Source: an optimization exercise on an open RTL-to-GDS flow (aim: small area, a short achievable clock period and few clock cycles per item). Production flows keep margins and buffers that such runs may drop.

==> flow/design.v <==
package psg_pkg;
    localparam int NUM_COEF_FIELDS = 8;
    localparam int COEF_W          = 8;
    localparam int THRESH_W        = 4;
    localparam int SHARE_CNT_W     = 5;
    localparam int VALUE_W         = 8;
    localparam int DEF_MAX_COEFS   = 8;
    localparam int DEF_MAX_SHARES  = 16;
endpackage
module psg_mulj #(
    parameter int J = 1
) (
    input  logic [7:0]  i_a,
    input  logic [7:0]  i_b,
    output logic [11:0] o_v
);
    assign o_v = 12'(J) * 12'(i_a) + 12'(J) * 12'(i_b);
endmodule
module psg_fold (
    input  logic [11:0] i_v,
    output logic [7:0]  o_s
);
    logic [8:0] f;
    logic [9:0] t;
    always_comb begin
        f   = 9'(i_v[7:0]) + 9'(i_v[11:8]) + {3'b0, i_v[11:8], 2'b0};
        t   = 10'(f) + 10'd5;
        o_s = (t[9:8] != 2'b00) ? t[7:0] : f[7:0];
    end
endmodule
module psg_add2 (
    input  logic [7:0] i_a,
    input  logic [7:0] i_b,
    output logic [7:0] o_s
);
    logic [8:0] s;
    logic [8:0] t;
    always_comb begin
        s   = 9'(i_a) + 9'(i_b);
        t   = 9'(i_a) + 9'(i_b) + 9'd5;
        o_s = t[8] ? t[7:0] : s[7:0];
    end
endmodule
module psg_add3 (
    input  logic [8:0] i_a,
    input  logic [8:0] i_b,
    input  logic [8:0] i_c,
    output logic [7:0] o_s
);
    logic [9:0] s0;
    logic [9:0] s1;
    logic [9:0] s2;
    always_comb begin
        s0 = 10'(i_a) + 10'(i_b) + 10'(i_c);
        s1 = 10'(i_a) + 10'(i_b) + 10'(i_c) + 10'd5;      
        s2 = 10'(i_a) + 10'(i_b) + 10'(i_c) + 10'd10;     
        if (s2[9])                 o_s = s2[7:0];
        else if (s1[9:8] != 2'b00) o_s = s1[7:0];
        else                       o_s = s0[7:0];
    end
endmodule
module psg_red2 (
    input  logic [8:0] i_a,
    output logic [7:0] o_s
);
    logic [9:0] s1;
    logic [9:0] s2;
    always_comb begin
        s1 = 10'(i_a) + 10'd5;       
        s2 = 10'(i_a) + 10'd10;      
        if (s2[9])                 o_s = s2[7:0];
        else if (s1[9:8] != 2'b00) o_s = s1[7:0];
        else                       o_s = i_a[7:0];
    end
endmodule
module psg_seq (
    input  logic        i_clk,
    input  logic        i_rst_n,
    input  logic        i_valid,
    input  logic [63:0] i_item,
    input  logic [2:0]  i_deg,       
    input  logic [4:0]  i_n,
    input  logic        i_take,      
    output logic        o_full,
    output logic        o_ready,     
    output logic        o_done,
    output logic [4:0]  o_n,
    output logic [63:0] o_tab        
);
    logic        r_full;
    logic        r_ready;
    logic        r_done;
    logic        r_ph;               
    logic [2:0]  r_steps;
    logic [47:0] r_coefs;            
    logic [4:0]  r_n;
    logic [7:0]  r_d0;
    logic [7:1][7:0]  r_d;
    logic [7:1][11:0] r_v;
    logic [7:1][11:0] n_v;
    logic [7:1][7:0]  n_d;
    assign o_full  = r_full;
    assign o_ready = r_ready;
    assign o_done = r_done;
    assign o_n    = r_n;
    assign o_tab  = {r_d, r_d0};
    logic [8:0] s1;
    assign s1 = 9'(r_d[1]) + 9'(r_d0);
    psg_red2 u_red1 (.i_a(s1), .o_s(n_d[1]));
    assign n_v[1] = '0;
    generate
        for (genvar j = 2; j < 7; j++) begin : g_mul
            psg_mulj #(.J(j)) u_mul (.i_a(r_d[j]), .i_b(r_d[j-1]), .o_v(n_v[j]));
        end
        for (genvar j = 2; j < 8; j++) begin : g_fold
            psg_fold u_fold (.i_v(r_v[j]), .o_s(n_d[j]));
        end
    endgenerate
    psg_mulj #(.J(7)) u_mul7 (.i_a(8'd0), .i_b(r_d[6]), .o_v(n_v[7]));
    always_ff @(posedge i_clk) begin
        if (!i_rst_n) begin
            r_full  <= 1'b0;
            r_ready <= 1'b1;
            r_done  <= 1'b0;
        end else if (!r_full) begin
            r_full  <= i_valid;
            r_ready <= !i_valid;
            r_done  <= i_valid && (i_deg <= 3'd1);
        end else if (i_take) begin
            r_full  <= 1'b0;
            r_ready <= 1'b1;
            r_done  <= 1'b0;
        end else if (r_steps != 3'd0 && r_ph) begin
            r_done <= (r_steps == 3'd1);
        end
    end
    always_ff @(posedge i_clk) begin
        if (!r_full) begin
            r_v     <= '0;
            r_v[2]  <= {3'b0, i_item[63:56], 1'b0};
            r_ph    <= 1'b1;
            r_steps <= (i_deg == 3'd0) ? 3'd0 : i_deg - 3'd1;
            r_coefs <= i_item[47:0];
            r_n     <= i_n;
            r_d0    <= (i_deg == 3'd0) ? i_item[63:56] : i_item[55:48];
            r_d[1]  <= (i_deg == 3'd0) ? 8'd0 : i_item[63:56];
            for (int j = 2; j < 8; j++) r_d[j] <= 8'd0;
        end else if (r_steps != 3'd0) begin
            r_v  <= n_v;
            r_ph <= !r_ph;
            if (r_ph) begin
                r_steps <= r_steps - 3'd1;
                r_coefs <= {r_coefs[39:0], 8'd0};
                r_d0    <= r_coefs[47:40];
                r_d     <= n_d;
            end
        end
    end
endmodule
module polynomial_share_generator_mod251 (
    input  logic        i_clk,
    input  logic        i_rst_n,
    input  logic        i_cfg_we,
    input  logic [0:0]  i_cfg_idx,
    input  logic [4:0]  i_cfg_data,
    input  logic        i_valid,
    output logic        o_ready,
    input  logic [63:0] i_item,
    output logic        o_valid,
    input  logic        i_ready,
    output logic [13:0] o_item
);
    logic [3:0]  r_threshold;
    logic [4:0]  r_share_count;
    logic [2:0]  deg;
    logic [4:0]  cnt;
    logic        a_full;
    logic        a_done;
    logic [4:0]  a_n;
    logic [63:0] a_tab;
    logic        load;
    always_ff @(posedge i_clk) begin
        if (!i_rst_n) begin
            r_threshold   <= 4'd2;
            r_share_count <= 5'd4;
        end else if (i_cfg_we) begin
            if (i_cfg_idx == 1'b0) begin
                r_threshold   <= i_cfg_data[3:0];
            end else begin
                r_share_count <= i_cfg_data;
            end
        end
    end
    always_comb begin
        if (r_threshold == 4'd0)     deg = 3'd0;
        else if (r_threshold > 4'd8) deg = 3'd7;
        else                         deg = 3'(r_threshold - 4'd1);
        if (r_share_count == 5'd0)       cnt = 5'd1;
        else if (r_share_count > 5'd16)  cnt = 5'd16;
        else                             cnt = r_share_count;
    end
    psg_seq u_seq (
        .i_clk    (i_clk),
        .i_rst_n  (i_rst_n),
        .i_valid  (i_valid),
        .i_item   (i_item),
        .i_deg    (deg),
        .i_n      (cnt),
        .i_take   (load),
        .o_full   (a_full),
        .o_ready  (o_ready),
        .o_done   (a_done),
        .o_n      (a_n),
        .o_tab    (a_tab)
    );
    logic        r_valid;
    logic        r_last;
    logic [4:0]  r_x;
    logic [4:0]  r_n;
    logic [7:0]  r_out;
    logic [7:1][7:0] r_r;
        logic [6:1][7:0] st_r;
    logic [7:0]  ld_out;
    logic [7:0]  st_out;
    logic        step;
    logic        sel_load;
    logic        en;
    assign sel_load = a_done && (!r_valid || r_last);
    assign load = sel_load && (!r_valid || i_ready);
    assign step = r_valid && i_ready && !r_last;
    assign en   = load || step;
    generate
        for (genvar j = 1; j < 7; j++) begin : g_add
            psg_add2 u_add (.i_a(r_r[j]), .i_b(r_r[j+1]), .o_s(st_r[j]));
        end
    endgenerate
    psg_add3 u_out_ld (.i_a({1'b0, a_tab[7:0]}), .i_b({1'b0, a_tab[15:8]}), .i_c(9'd0), .o_s(ld_out));
    psg_add3 u_out_st (.i_a({1'b0, r_out}), .i_b({1'b0, r_r[1]}), .i_c({1'b0, r_r[2]}), .o_s(st_out));
    always_ff @(posedge i_clk) begin
        if (!i_rst_n) begin
            r_valid <= 1'b0;
        end else if (load) begin
            r_valid <= 1'b1;
        end else if (i_ready) begin
            if (r_last) r_valid <= 1'b0;
        end
    end
    always_ff @(posedge i_clk) begin
        if (en) begin
            r_x    <= sel_load ? 5'd1 : r_x + 5'd1;
            r_n    <= sel_load ? a_n : r_n;
            r_last <= sel_load ? (a_n == 5'd1) : (r_x + 5'd1 == r_n);
            r_out  <= sel_load ? ld_out : st_out;
            r_r    <= sel_load ? a_tab[63:8] : {r_r[7], st_r};
        end
    end
    assign o_valid = r_valid;
    assign o_item  = {r_x, r_out, r_last};
endmodule
==> flow/config.mk <==
export PLATFORM = sky130hd
export DESIGN_NAME = polynomial_share_generator_mod251
export DESIGN_NICKNAME = polynomial_share_generator_mod251
export VERILOG_FILES = /design/flow/design.v
export SDC_FILE = /design/flow/constraint.sdc
export NUM_CORES = 4
export LEC_CHECK = 0
export CAP_MARGIN = 20
export CORE_MARGIN = 2
export CORE_UTILIZATION = 40
export SLEW_MARGIN = 20
==> flow/constraint.sdc <==
create_clock -name core_clock -period 11.0 [get_ports {i_clk}]
set_input_delay 2.2000 -clock core_clock [delete_from_list [all_inputs] [get_ports {i_clk}]]
set_output_delay 2.2000 -clock core_clock [all_outputs]
set_load 0.01 [all_outputs]
standard.sh (not shown) runs the stock make flow with config.mk's settings and CLKGATE_MAP_FILE= SYNTH_SCRIPT=/design/flow/synth_recipe.tcl, a recipe that flattens the netlist after the stock synthesis.
==> flow/flow/run.sh <==
#!/bin/bash
# Standard layout, with timing repair asked to leave 7.5 ns of setup slack at the design's
# clock period (the standard flow stops repairing once the design meets the period).
set -euo pipefail
bash standard.sh SETUP_SLACK_MARGIN=7.5 finish > flow_standard.log 2>&1
==> next run, changes <==
--- a/flow/design.v
+++ b/flow/design.v
@@ -90,29 +90,39 @@
     logic        r_full;
     logic        r_ready;
     logic        r_done;
     logic        r_ph;               
     logic [2:0]  r_steps;
-    logic [47:0] r_coefs;            
+    logic [7:2]  r_live;             
     logic [4:0]  r_n;
     logic [7:0]  r_d0;
     logic [7:1][7:0]  r_d;
-    logic [7:1][11:0] r_v;
-    logic [7:1][11:0] n_v;
+    logic [7:2][11:0] r_v;
+    logic [7:2][11:0] n_v;
     logic [7:1][7:0]  n_d;
+    logic [7:2][7:0]  m_d;           
+    logic [7:2]       we;            
+    logic [7:0]       coef;          
+    logic [8:0]       s1;
     assign o_full  = r_full;
     assign o_ready = r_ready;
-    assign o_done = r_done;
-    assign o_n    = r_n;
-    assign o_tab  = {r_d, r_d0};
-    logic [8:0] s1;
+    assign o_done  = r_done;
+    assign o_n     = r_n;
+    assign o_tab   = {m_d, r_d[1], r_d0};
+    always_comb begin
+        for (int j = 2; j < 8; j++) m_d[j] = r_live[j] ? r_d[j] : 8'd0;
+        we[2] = 1'b1;
+        for (int j = 3; j < 8; j++) we[j] = r_live[j-1];
+        coef = 8'd0;
+        for (int j = 2; j < 8; j++) if (we[j] && !r_live[j]) coef = r_d[j];
+    end
     assign s1 = 9'(r_d[1]) + 9'(r_d0);
     psg_red2 u_red1 (.i_a(s1), .o_s(n_d[1]));
-    assign n_v[1] = '0;
+    psg_mulj #(.J(2)) u_mul2 (.i_a(m_d[2]), .i_b(r_d[1]), .o_v(n_v[2]));
     generate
-        for (genvar j = 2; j < 7; j++) begin : g_mul
-            psg_mulj #(.J(j)) u_mul (.i_a(r_d[j]), .i_b(r_d[j-1]), .o_v(n_v[j]));
+        for (genvar j = 3; j < 7; j++) begin : g_mul
+            psg_mulj #(.J(j)) u_mul (.i_a(m_d[j]), .i_b(r_d[j-1]), .o_v(n_v[j]));
         end
         for (genvar j = 2; j < 8; j++) begin : g_fold
             psg_fold u_fold (.i_v(r_v[j]), .o_s(n_d[j]));
         end
     endgenerate
@@ -137,24 +147,25 @@
     always_ff @(posedge i_clk) begin
         if (!r_full) begin
             r_v     <= '0;
             r_v[2]  <= {3'b0, i_item[63:56], 1'b0};
             r_ph    <= 1'b1;
+            r_live  <= '0;
             r_steps <= (i_deg == 3'd0) ? 3'd0 : i_deg - 3'd1;
-            r_coefs <= i_item[47:0];
             r_n     <= i_n;
             r_d0    <= (i_deg == 3'd0) ? i_item[63:56] : i_item[55:48];
             r_d[1]  <= (i_deg == 3'd0) ? 8'd0 : i_item[63:56];
-            for (int j = 2; j < 8; j++) r_d[j] <= 8'd0;
+            for (int j = 2; j < 8; j++) r_d[j] <= i_item[(7-j)*8 +: 8];
         end else if (r_steps != 3'd0) begin
             r_v  <= n_v;
             r_ph <= !r_ph;
             if (r_ph) begin
                 r_steps <= r_steps - 3'd1;
-                r_coefs <= {r_coefs[39:0], 8'd0};
-                r_d0    <= r_coefs[47:40];
-                r_d     <= n_d;
+                r_live  <= {r_live[6:2], 1'b1};
+                r_d0    <= coef;
+                r_d[1]  <= n_d[1];
+                for (int j = 2; j < 8; j++) if (we[j]) r_d[j] <= n_d[j];
             end
         end
     end
 endmodule
 module polynomial_share_generator_mod251 (
@@ -220,10 +231,11 @@
     logic [7:0]  r_out;
     logic [7:1][7:0] r_r;
         logic [6:1][7:0] st_r;
     logic [7:0]  ld_out;
     logic [7:0]  st_out;
+    logic [8:0]  r_q;                
     logic        step;
     logic        sel_load;
     logic        en;
     assign sel_load = a_done && (!r_valid || r_last);
     assign load = sel_load && (!r_valid || i_ready);
@@ -233,11 +245,11 @@
         for (genvar j = 1; j < 7; j++) begin : g_add
             psg_add2 u_add (.i_a(r_r[j]), .i_b(r_r[j+1]), .o_s(st_r[j]));
         end
     endgenerate
     psg_add3 u_out_ld (.i_a({1'b0, a_tab[7:0]}), .i_b({1'b0, a_tab[15:8]}), .i_c(9'd0), .o_s(ld_out));
-    psg_add3 u_out_st (.i_a({1'b0, r_out}), .i_b({1'b0, r_r[1]}), .i_c({1'b0, r_r[2]}), .o_s(st_out));
+    psg_add3 u_out_st (.i_a({1'b0, r_out}), .i_b(r_q), .i_c(9'd0), .o_s(st_out));
     always_ff @(posedge i_clk) begin
         if (!i_rst_n) begin
             r_valid <= 1'b0;
         end else if (load) begin
             r_valid <= 1'b1;
@@ -250,10 +262,11 @@
             r_x    <= sel_load ? 5'd1 : r_x + 5'd1;
             r_n    <= sel_load ? a_n : r_n;
             r_last <= sel_load ? (a_n == 5'd1) : (r_x + 5'd1 == r_n);
             r_out  <= sel_load ? ld_out : st_out;
             r_r    <= sel_load ? a_tab[63:8] : {r_r[7], st_r};
+            r_q    <= sel_load ? 9'(a_tab[15:8]) + 9'(a_tab[23:16]) : 9'(st_r[1]) + 9'(st_r[2]);
         end
     end
     assign o_valid = r_valid;
     assign o_item  = {r_x, r_out, r_last};
 endmodule
After rerunning: The new run went through all stages and came out clean; final area rose by a few percent; die area barely changes; core utilization rose by 2.2 points; critical path depth rose by 3; sequential cell count fell by 33; clock skew hardly moves; clock-buffer cell count fell by 1; worst setup slack degrades by 770 ps; synthesized cell count rose by a few percent; global-route usage rose by 1.9 points.
No run of this note included a check of the RTL's function; only the layout flow was run.

---

== run K ==
Another version of the RTL of polynomial_share_generator_mod251 (not shown whole).
Size in the first run: roughly 2200 cells after synthesis, ~230 flip-flops, ~91 I/O pins, roughly 20000 um^2 of cells after synthesis.
==> module psg_add3c, before the edit <==
module psg_add3c (
    input  logic [8:0] i_a,
    input  logic [8:0] i_b,
    input  logic [8:0] i_c,
    output logic [7:0] o_s
);
    logic [8:0] x;
    logic [9:0] y;
    logic [9:0] s0;
    logic [9:0] s1;
    logic [9:0] s2;
    always_comb begin
        x  = i_a ^ i_b ^ i_c;
        y  = {(i_a & i_b) | (i_a & i_c) | (i_b & i_c), 1'b0};
        s0 = 10'(x) + y;
        s1 = 10'(x) + y + 10'd5;      
        s2 = 10'(x) + y + 10'd10;     
        if (s2[9])                 o_s = s2[7:0];
        else if (s1[9:8] != 2'b00) o_s = s1[7:0];
        else                       o_s = s0[7:0];
    end
endmodule
==> module polynomial_share_generator_mod251, before the edit <==
module polynomial_share_generator_mod251 (
    input  logic        i_clk,
    input  logic        i_rst_n,
    input  logic        i_cfg_we,
    input  logic [0:0]  i_cfg_idx,
    input  logic [4:0]  i_cfg_data,
    input  logic        i_valid,
    output logic        o_ready,
    input  logic [63:0] i_item,
    output logic        o_valid,
    input  logic        i_ready,
    output logic [13:0] o_item
);
    logic [3:0]  r_threshold;
    logic [4:0]  r_share_count;
    logic [2:0]  deg;
    logic [4:0]  cnt;
    logic        a_full;
    logic        a_done;
    logic [4:0]  a_n;
    logic [63:0] a_tab;
    logic        load;
    always_ff @(posedge i_clk) begin
        if (!i_rst_n) begin
            r_threshold   <= 4'd2;
            r_share_count <= 5'd4;
        end else if (i_cfg_we) begin
            if (i_cfg_idx == 1'b0) begin
                r_threshold   <= i_cfg_data[3:0];
            end else begin
                r_share_count <= i_cfg_data;
            end
        end
    end
    always_comb begin
        if (r_threshold == 4'd0)     deg = 3'd0;
        else if (r_threshold > 4'd8) deg = 3'd7;
        else                         deg = 3'(r_threshold - 4'd1);
        if (r_share_count == 5'd0)       cnt = 5'd1;
        else if (r_share_count > 5'd16)  cnt = 5'd16;
        else                             cnt = r_share_count;
    end
    psg_seq u_seq (
        .i_clk    (i_clk),
        .i_rst_n  (i_rst_n),
        .i_valid  (i_valid),
        .i_item   (i_item),
        .i_deg    (deg),
        .i_n      (cnt),
        .i_take   (load),
        .o_full   (a_full),
        .o_ready  (o_ready),
        .o_done   (a_done),
        .o_n      (a_n),
        .o_tab    (a_tab)
    );
    logic        r_valid;
    logic        r_last;
    logic [4:0]  r_x;
    logic [4:0]  r_n;
    logic [7:0]  r_out;
    logic [7:1][7:0] r_r;
        logic [6:1][7:0] st_r;
    logic [7:0]  ld_out;
    logic [7:0]  st_out;
    logic        step;
    logic        sel_load;
    logic        en;
    assign sel_load = a_done && (!r_valid || r_last);
    assign load = sel_load && (!r_valid || i_ready);
    assign step = r_valid && i_ready && !r_last;
    assign en   = load || step;
    generate
        for (genvar j = 1; j < 7; j++) begin : g_add
            psg_add2 u_add (.i_a(r_r[j]), .i_b(r_r[j+1]), .o_s(st_r[j]));
        end
    endgenerate
    psg_add3 u_out_ld (.i_a({1'b0, a_tab[7:0]}), .i_b({1'b0, a_tab[15:8]}), .i_c(9'd0), .o_s(ld_out));
    psg_add3c u_out_st (.i_a({1'b0, r_out}), .i_b({1'b0, r_r[1]}), .i_c({1'b0, r_r[2]}), .o_s(st_out));
    always_ff @(posedge i_clk) begin
        if (!i_rst_n) begin
            r_valid <= 1'b0;
        end else if (load) begin
            r_valid <= 1'b1;
        end else if (i_ready) begin
            if (r_last) r_valid <= 1'b0;
        end
    end
    always_ff @(posedge i_clk) begin
        if (en) begin
            r_x    <= sel_load ? 5'd1 : r_x + 5'd1;
            r_n    <= sel_load ? a_n : r_n;
            r_last <= sel_load ? (a_n == 5'd1) : (r_x + 5'd1 == r_n);
            r_out  <= sel_load ? ld_out : st_out;
            r_r    <= sel_load ? a_tab[63:8] : {r_r[7], st_r};
        end
    end
    assign o_valid = r_valid;
    assign o_item  = {r_x, r_out, r_last};
endmodule
clock: 11.0 ns
lec_check: 0
cap_margin: 20
core_margin: 2
core_utilization: 40
slew_margin: 20
Scripts as last shown in full above: flow/flow/run.sh
diff inputs: run K => run F
--- a/flow/design.v
+++ b/flow/design.v
@@ -42,40 +42,4 @@
     end
 endmodule
-module psg_add3c (
-    input  logic [8:0] i_a,
-    input  logic [8:0] i_b,
-    input  logic [8:0] i_c,
-    output logic [7:0] o_s
-);
-    logic [8:0] x;
-    logic [9:0] y;
-    logic [9:0] s0;
-    logic [9:0] s1;
-    logic [9:0] s2;
-    always_comb begin
-        x  = i_a ^ i_b ^ i_c;
-        y  = {(i_a & i_b) | (i_a & i_c) | (i_b & i_c), 1'b0};
-        s0 = 10'(x) + y;
-        s1 = 10'(x) + y + 10'd5;      
-        s2 = 10'(x) + y + 10'd10;     
-        if (s2[9])                 o_s = s2[7:0];
-        else if (s1[9:8] != 2'b00) o_s = s1[7:0];
-        else                       o_s = s0[7:0];
-    end
-endmodule
-module psg_red2 (
-    input  logic [8:0] i_a,
-    output logic [7:0] o_s
-);
-    logic [9:0] s1;
-    logic [9:0] s2;
-    always_comb begin
-        s1 = 10'(i_a) + 10'd5;       
-        s2 = 10'(i_a) + 10'd10;      
-        if (s2[9])                 o_s = s2[7:0];
-        else if (s1[9:8] != 2'b00) o_s = s1[7:0];
-        else                       o_s = i_a[7:0];
-    end
-endmodule
 module psg_add3 (
     input  logic [8:0] i_a,
@@ -94,4 +58,18 @@
         else if (s1[9:8] != 2'b00) o_s = s1[7:0];
         else                       o_s = s0[7:0];
+    end
+endmodule
+module psg_red2 (
+    input  logic [8:0] i_a,
+    output logic [7:0] o_s
+);
+    logic [9:0] s1;
+    logic [9:0] s2;
+    always_comb begin
+        s1 = 10'(i_a) + 10'd5;       
+        s2 = 10'(i_a) + 10'd10;      
+        if (s2[9])                 o_s = s2[7:0];
+        else if (s1[9:8] != 2'b00) o_s = s1[7:0];
+        else                       o_s = i_a[7:0];
     end
 endmodule
@@ -269,5 +247,5 @@
     endgenerate
     psg_add3 u_out_ld (.i_a({1'b0, a_tab[7:0]}), .i_b({1'b0, a_tab[15:8]}), .i_c(9'd0), .o_s(ld_out));
-    psg_add3c u_out_st (.i_a({1'b0, r_out}), .i_b({1'b0, r_r[1]}), .i_c({1'b0, r_r[2]}), .o_s(st_out));
+    psg_add3 u_out_st (.i_a({1'b0, r_out}), .i_b({1'b0, r_r[1]}), .i_c({1'b0, r_r[2]}), .o_s(st_out));
     always_ff @(posedge i_clk) begin
         if (!i_rst_n) begin
## What came out
Run F did not stop at any stage, and its layout met the timing, DRC and antenna checks.
Run K: done, clean on timing, DRC and antenna
~same share of the final layout cell area in multi-input gates in run K and run F
Final standard cell utilization of the core: run F > run K
Share of synthesized area occupied by flip-flops and latches is lower on run F
From run K to run F, flip-flop and latch count did not move at all.
[compare] base=run K new=run F: netlist area before placement increased 1.4%, biggest cell delay along the critical path now smaller, slew at the pin with the worst max-slew slack increased 120 ps, global-route total usage across every layer saw a decrease.
Per the comparison of run F with run K, area used by sequential logic in the layout saw little to no change, final worst slack saw an increase.
No run of this note included a check of the RTL's function; only the layout flow was run.

## what the ideal ports hide
How much do the figures lean on ideal ports? The routed layouts below were timed once more, with nothing changed but the port constraints. Step 1 assumes that a clkbuf_16 drives the clock port and a buf_2 every other input. Step 2 also shifts input and output timing later by t, the mid clock arrival at the registers, as if the neighbouring blocks saw the same clock. Slacks: ideal ports / drivers / drivers and shift; pairs: ideal ports / drivers.
run | t (ns) | slack for setup (ns) | worst register clock-pin slew, ns | worst data-port slew with drivers (ns)
the first run of note 1 | 0.632 | 7.252 / 7.252 / 7.006 | 0.07 / 0.07 | 0.05
the second run of note 1 | 0.627 | 6.483 / 6.483 / 6.483 | 0.07 / 0.07 | 0.09
run K | 0.617 | 7.018 / 7.018 / 7.018 | 0.07 / 0.07 | 0.05
run F | 0.624 | 7.046 / 7.046 / 7.046 | 0.06 / 0.06 | 0.05
After both steps setup and hold are still met in every run listed. The setup slack of the first run of note 1, which loses most, moves by 0.000 ns with the drivers and by -0.246 ns with both steps.
